Background: an optimization exercise with open tools, aiming at small area. Do not read the settings as production practice.
Function was checked by simulation only, so behaviour that the tests miss may differ from the original.
No activity file was given, so power comes from the tool's default toggle rates.

cedar:
==> flow/design.v <==
package calc_pkg;
  localparam int DATA_W   = 32;
  localparam int IDX_W    = 4;
  localparam int TAG_W    = 2;
  localparam int CMD_W    = 4;
  localparam int RESP_W   = 2;
  localparam int SHAMT_W  = 5;
  localparam int NUM_REGS = 16;
  localparam logic [CMD_W-1:0] NOP   = 4'd0;
  localparam logic [CMD_W-1:0] ADD   = 4'd1;
  localparam logic [CMD_W-1:0] SUB   = 4'd2;
  localparam logic [CMD_W-1:0] SHL   = 4'd5;
  localparam logic [CMD_W-1:0] SHR   = 4'd6;
  localparam logic [CMD_W-1:0] STORE = 4'd9;
  localparam logic [CMD_W-1:0] FETCH = 4'd10;
  localparam logic [RESP_W-1:0] NONE = 2'd0;
  localparam logic [RESP_W-1:0] OK   = 2'd1;
  localparam logic [RESP_W-1:0] ERR  = 2'd2;
  localparam int OP_W = 3;
  localparam logic [OP_W-1:0] OP_NONE  = 3'd0;
  localparam logic [OP_W-1:0] OP_ADD   = 3'd1;
  localparam logic [OP_W-1:0] OP_SUB   = 3'd2;
  localparam logic [OP_W-1:0] OP_SHL   = 3'd3;
  localparam logic [OP_W-1:0] OP_SHR   = 3'd4;
  localparam logic [OP_W-1:0] OP_STORE = 3'd5;
  localparam logic [OP_W-1:0] OP_FETCH = 3'd6;
  localparam logic [OP_W-1:0] OP_ERR   = 3'd7;
  localparam int ENTRY_W = CMD_W + 3 * IDX_W + TAG_W + DATA_W;
endpackage
module calc_req_fifo (
  input  logic                           clk_i,
  input  logic                           rst_ni,
  input  logic                           en_i,
  input  logic [calc_pkg::CMD_W-1:0]     cmd_i,
  input  logic [calc_pkg::IDX_W-1:0]     d1_i,
  input  logic [calc_pkg::IDX_W-1:0]     d2_i,
  input  logic [calc_pkg::IDX_W-1:0]     r1_i,
  input  logic [calc_pkg::TAG_W-1:0]     tag_i,
  input  logic [calc_pkg::DATA_W-1:0]    data_i,
  output logic [calc_pkg::OP_W-1:0]      op_o,
  output logic [calc_pkg::NUM_REGS-1:0]  sel1_o,
  output logic [calc_pkg::NUM_REGS-1:0]  sel2_o,
  output logic [calc_pkg::IDX_W-1:0]     r1_o,
  output logic [calc_pkg::TAG_W-1:0]     tag_o,
  output logic [calc_pkg::DATA_W-1:0]    data_o
);
  logic [calc_pkg::OP_W-1:0] op_d;
  always_comb begin
    op_d = calc_pkg::OP_NONE;
    if (en_i) begin
      case (cmd_i)
        calc_pkg::NOP:   op_d = calc_pkg::OP_NONE;
        calc_pkg::ADD:   op_d = calc_pkg::OP_ADD;
        calc_pkg::SUB:   op_d = calc_pkg::OP_SUB;
        calc_pkg::SHL:   op_d = calc_pkg::OP_SHL;
        calc_pkg::SHR:   op_d = calc_pkg::OP_SHR;
        calc_pkg::STORE: op_d = calc_pkg::OP_STORE;
        calc_pkg::FETCH: op_d = calc_pkg::OP_FETCH;
        default:         op_d = calc_pkg::OP_ERR;
      endcase
    end
  end
  always_ff @(posedge clk_i or negedge rst_ni) begin
    if (!rst_ni) begin
      op_o <= calc_pkg::OP_NONE;
    end else begin
      op_o <= op_d;
    end
  end
  logic [calc_pkg::DATA_W-1:0] payload_d, payload_q;
  always_comb begin
    if (cmd_i == calc_pkg::STORE) begin
      payload_d = data_i;
    end else begin
      for (int i = 0; i < calc_pkg::NUM_REGS; i++) begin
        payload_d[calc_pkg::NUM_REGS+i] = (d1_i == calc_pkg::IDX_W'(i));
        payload_d[i]                    = (d2_i == calc_pkg::IDX_W'(i));
      end
    end
  end
  always_ff @(posedge clk_i) begin
    r1_o      <= r1_i;
    tag_o     <= tag_i;
    payload_q <= payload_d;
  end
  assign data_o = payload_q;
  assign sel1_o = payload_q[2*calc_pkg::NUM_REGS-1:calc_pkg::NUM_REGS];
  assign sel2_o = payload_q[calc_pkg::NUM_REGS-1:0];
endmodule
import calc_pkg::*;
module calc_resp_engine (
  input  logic              c_clk,
  input  logic              reset_n,
  input  logic [CMD_W-1:0]  req_cmd,
  input  logic [IDX_W-1:0]  req_d1,
  input  logic [IDX_W-1:0]  req_d2,
  input  logic [IDX_W-1:0]  req_r1,
  input  logic [TAG_W-1:0]  req_tag,
  input  logic [DATA_W-1:0] req_data,
  output logic              req_ready,
  output logic [RESP_W-1:0] out_resp,
  output logic [TAG_W-1:0]  out_tag,
  output logic [DATA_W-1:0] out_data
);
  logic [OP_W-1:0]   op;
  logic [IDX_W-1:0]  head_r1;
  logic [TAG_W-1:0]  head_tag;
  logic [DATA_W-1:0] head_data;
  logic              req_ready_q;
  logic [RESP_W-1:0] resp_q, resp_d;
  logic [TAG_W-1:0]  tag_q;
  logic [DATA_W-1:0] data_q;
  logic              fetch_q;
  logic [DATA_W-1:0]   regs_q [NUM_REGS];
  logic                clr;
  logic [NUM_REGS-1:0] sel_a, sel_b, we, ld;
  logic [DATA_W-1:0]   op_a, op_b, wr_val;
  logic                wr_en;
  calc_req_fifo u_fifo (
    .clk_i  (c_clk),
    .rst_ni (reset_n),
    .en_i   (req_ready_q),
    .cmd_i  (req_cmd),
    .d1_i   (req_d1),
    .d2_i   (req_d2),
    .r1_i   (req_r1),
    .tag_i  (req_tag),
    .data_i (req_data),
    .op_o   (op),
    .sel1_o (sel_a),
    .sel2_o (sel_b),
    .r1_o   (head_r1),
    .tag_o  (head_tag),
    .data_o (head_data)
  );
  always_comb begin
    logic [DATA_W-1:0] acc_a, acc_b;
    acc_a = '0;
    acc_b = '0;
    for (int i = 0; i < NUM_REGS; i++) begin
      acc_a = acc_a | (regs_q[i] & {DATA_W{sel_a[i]}});
      acc_b = acc_b | (regs_q[i] & {DATA_W{sel_b[i]}});
    end
    op_a = acc_a;
    op_b = acc_b;
  end
  logic              is_sub;
  logic [DATA_W:0]   sum;
  assign is_sub = (op == OP_SUB);
  logic [DATA_W-1:0] add_b, add_g, add_p, add_c;
  logic [DATA_W/4:0] grp_c;
  assign add_b = op_b ^ {DATA_W{is_sub}};
  assign add_g = op_a & add_b;
  assign add_p = op_a ^ add_b;
  always_comb begin
    grp_c[0] = is_sub;
    for (int k = 0; k < DATA_W/4; k++) begin
      grp_c[k+1] = add_g[4*k+3]
                 | (add_p[4*k+3] & add_g[4*k+2])
                 | (add_p[4*k+3] & add_p[4*k+2] & add_g[4*k+1])
                 | (add_p[4*k+3] & add_p[4*k+2] & add_p[4*k+1] & add_g[4*k])
                 | (add_p[4*k+3] & add_p[4*k+2] & add_p[4*k+1] & add_p[4*k] & grp_c[k]);
    end
  end
  always_comb begin
    for (int k = 0; k < DATA_W/4; k++) begin
      add_c[4*k]   = grp_c[k];
      add_c[4*k+1] = add_g[4*k]   | (add_p[4*k]   & grp_c[k]);
      add_c[4*k+2] = add_g[4*k+1] | (add_p[4*k+1] & add_g[4*k])
                   | (add_p[4*k+1] & add_p[4*k] & grp_c[k]);
      add_c[4*k+3] = add_g[4*k+2] | (add_p[4*k+2] & add_g[4*k+1])
                   | (add_p[4*k+2] & add_p[4*k+1] & add_g[4*k])
                   | (add_p[4*k+2] & add_p[4*k+1] & add_p[4*k] & grp_c[k]);
    end
  end
  assign sum = {grp_c[DATA_W/4], add_p ^ add_c};
  logic              is_shl;
  logic [DATA_W-1:0] sh_in, sh_out, sh_rev, a_rev;
  assign is_shl = (op == OP_SHL);
  always_comb begin
    for (int j = 0; j < DATA_W; j++) begin
      a_rev[j] = op_a[DATA_W-1-j];
    end
  end
  assign sh_in  = is_shl ? a_rev : op_a;
  assign sh_out = sh_in >> op_b[SHAMT_W-1:0];
  always_comb begin
    for (int j = 0; j < DATA_W; j++) begin
      sh_rev[j] = sh_out[DATA_W-1-j];
    end
  end
  always_comb begin
    resp_d = NONE;
    wr_en  = 1'b0;
    wr_val = '0;
    case (op)
      OP_ADD: begin
        resp_d = sum[DATA_W] ? ERR : OK;
        wr_en  = !sum[DATA_W];
        wr_val = sum[DATA_W-1:0];
      end
      OP_SUB: begin
        resp_d = sum[DATA_W] ? OK : ERR;
        wr_en  = sum[DATA_W];
        wr_val = sum[DATA_W-1:0];
      end
      OP_SHL: begin
        resp_d = OK;
        wr_en  = 1'b1;
        wr_val = sh_rev;
      end
      OP_SHR: begin
        resp_d = OK;
        wr_en  = 1'b1;
        wr_val = sh_out;
      end
      OP_STORE: begin
        resp_d = OK;
        wr_en  = 1'b1;
        wr_val = head_data;
      end
      OP_FETCH: resp_d = OK;
      OP_ERR:   resp_d = ERR;
      default:  resp_d = NONE;
    endcase
  end
  always_comb begin
    for (int i = 0; i < NUM_REGS; i++) begin
      we[i] = wr_en && (head_r1 == IDX_W'(i));
      ld[i] = we[i] || clr;
    end
  end
  assign clr = !req_ready_q;
  always_ff @(posedge c_clk or negedge reset_n) begin
    if (!reset_n) begin
      req_ready_q <= 1'b0;
      resp_q      <= NONE;
      fetch_q     <= 1'b0;
    end else begin
      req_ready_q <= 1'b1;
      resp_q      <= resp_d;
      fetch_q     <= (op == OP_FETCH);
    end
  end
  always_ff @(posedge c_clk) begin
    tag_q  <= head_tag;
    data_q <= op_a;
    for (int i = 0; i < NUM_REGS; i++) begin
      if (ld[i]) begin
        regs_q[i] <= wr_val;
      end
    end
  end
  assign req_ready = req_ready_q;
  assign out_resp  = resp_q;
  assign out_tag   = tag_q & {TAG_W{resp_q != NONE}};
  assign out_data  = data_q & {DATA_W{fetch_q}};
endmodule
clock: 10.0 ns
lec_check: 0
cap_margin: 20
core_margin: 2
core_utilization: 50
place_density: 0.75
slew_margin: 20
standard.sh (not shown) runs the stock make flow with config.mk's settings and CLKGATE_MAP_FILE= SYNTH_SCRIPT=/design/flow/synth_recipe.tcl, a recipe that flattens the netlist after the stock synthesis.
==> flow/flow/run.sh <==
#!/bin/bash
# Own layout flow: the standard flow (standard.sh, synthesis included)
# with two changes: the port buffers use the smallest buffer cell, and the
# clock tree uses clkbuf_8 sink clusters of at most 16 sinks, without dummy
# loads. The full make output goes to flow_make.log here; ORFS writes each
# step's own log under orfs/logs.
set -euo pipefail
export BUFFER_PORTS_ARGS="-buffer_cell sky130_fd_sc_hd__buf_1"
export CTS_ARGS="-sink_clustering_enable -repair_clock_nets -dont_use_dummy_load -buf_list sky130_fd_sc_hd__clkbuf_8 -sink_clustering_size 16 -sink_clustering_max_diameter 70"
bash standard.sh > flow_make.log 2>&1
cedar ran to completion and came out clean on the timing, design-rule and antenna checks.
The following lists how delta was set up differently from cedar:
diff --git a/flow/flow/run.sh b/flow/flow/run.sh
--- a/flow/flow/run.sh
+++ b/flow/flow/run.sh
@@ -4 +4 @@
-# clock tree uses clkbuf_8 sink clusters of at most 16 sinks, without dummy
+# clock tree uses clkbuf_4 sink clusters of at most 10 sinks, without dummy
@@ -9 +9 @@
-export CTS_ARGS="-sink_clustering_enable -repair_clock_nets -dont_use_dummy_load -buf_list sky130_fd_sc_hd__clkbuf_8 -sink_clustering_size 16 -sink_clustering_max_diameter 70"
+export CTS_ARGS="-sink_clustering_enable -repair_clock_nets -dont_use_dummy_load -buf_list sky130_fd_sc_hd__clkbuf_4 -sink_clustering_size 10 -sink_clustering_max_diameter 50"
### Flow results
Comparing cedar against delta, there is no change at all in count of inverters other than clock inverters in the layout.
Per the comparison of delta with cedar, share of the core filled with cells comparable, final design area excluding fillers about even.
What sierra does differently from delta at the input level:
Settings: changing PLACE_DENSITY from 0.75 to 0.85; changing CORE_UTILIZATION from 50 to 70.
diff --git a/flow/flow/run.sh b/flow/flow/run.sh
--- a/flow/flow/run.sh
+++ b/flow/flow/run.sh
@@ -4 +4 @@
-# clock tree uses clkbuf_4 sink clusters of at most 10 sinks, without dummy
+# clock tree uses clkbuf_8 sink clusters of at most 16 sinks, without dummy
@@ -9 +9 @@
-export CTS_ARGS="-sink_clustering_enable -repair_clock_nets -dont_use_dummy_load -buf_list sky130_fd_sc_hd__clkbuf_4 -sink_clustering_size 10 -sink_clustering_max_diameter 50"
+export CTS_ARGS="-sink_clustering_enable -repair_clock_nets -dont_use_dummy_load -buf_list sky130_fd_sc_hd__clkbuf_8 -sink_clustering_size 16 -sink_clustering_max_diameter 70"
==> summary.txt <==
Cmp sierra vs delta: die width lower in sierra. sierra against delta: slew of the pin with the lowest slew margin fell 0.045 ns; largest fanout on the critical path rose 2; layout overhead on the synthesized area fell 0.87 points. delta and sierra ended up with nearly the same power in sequential cells. sierra vs delta — chip height dropped by more than 10%.
The inputs of violet differ from those of sierra as listed below.
Settings: a change of CORE_UTILIZATION from 70 to 30; a deleted PLACE_DENSITY that had been 0.85.
--- outcome ---
Per the final summary, violet finished and its layout is clean on timing, DRC and antenna.
violet vs sierra, power share of the combinational group went down by 0.2 points.
Per the comparison of violet with sierra, number of buffers and inverters on the critical path dropped 2; number of fill cells has increased; global routing met1 resource utilization went down 34 points; shortest period the worst path allows rose by 0.31 ns.
Multi-input gate area in the final layout essentially unchanged between violet and sierra.

-- static timing again, ports no longer ideal --
No port has a modelled driver above. Below, the same layouts with a new extraction and two added sets of constraints.
Step 1 (the two cells are an assumption about what drives the block):
set clk [get_ports {c_clk}]
set_driving_cell -lib_cell sky130_fd_sc_hd__clkbuf_16 $clk
set_driving_cell -lib_cell sky130_fd_sc_hd__buf_2 [delete_from_list [all_inputs] $clk]
Step 2 adds t to the input delays and takes it off the output delays; t is the mean of the earliest and latest rising clock arrival at the registers after step 1. Input paths then give back, and output paths get back, about the clock's delay inside the block.
Three values: ideal ports, drivers, drivers and shift; two values: the first two.
| run | shift t [ns] | setup WS [ns] | hold slack, ns | worst setup path at the end | cell pins on the clock port's net |
|---|---|---|---|---|---|
| cedar | 0.689 | 3.786 / 3.786 / 3.786 | 0.335 / 0.335 / 0.335 | register to register | 1 |
| delta | 0.926 | 3.762 / 3.762 / 3.762 | 0.337 / 0.337 / 0.337 | register to register | 1 |
| sierra | 0.708 | 3.787 / 3.787 / 3.787 | 0.340 / 0.340 / 0.340 | register to register | 1 |
| violet | 0.712 | 3.479 / 3.479 / 3.479 | 0.269 / 0.269 / 0.269 | register to register | 1 |
After both steps every run listed still meets setup and hold.
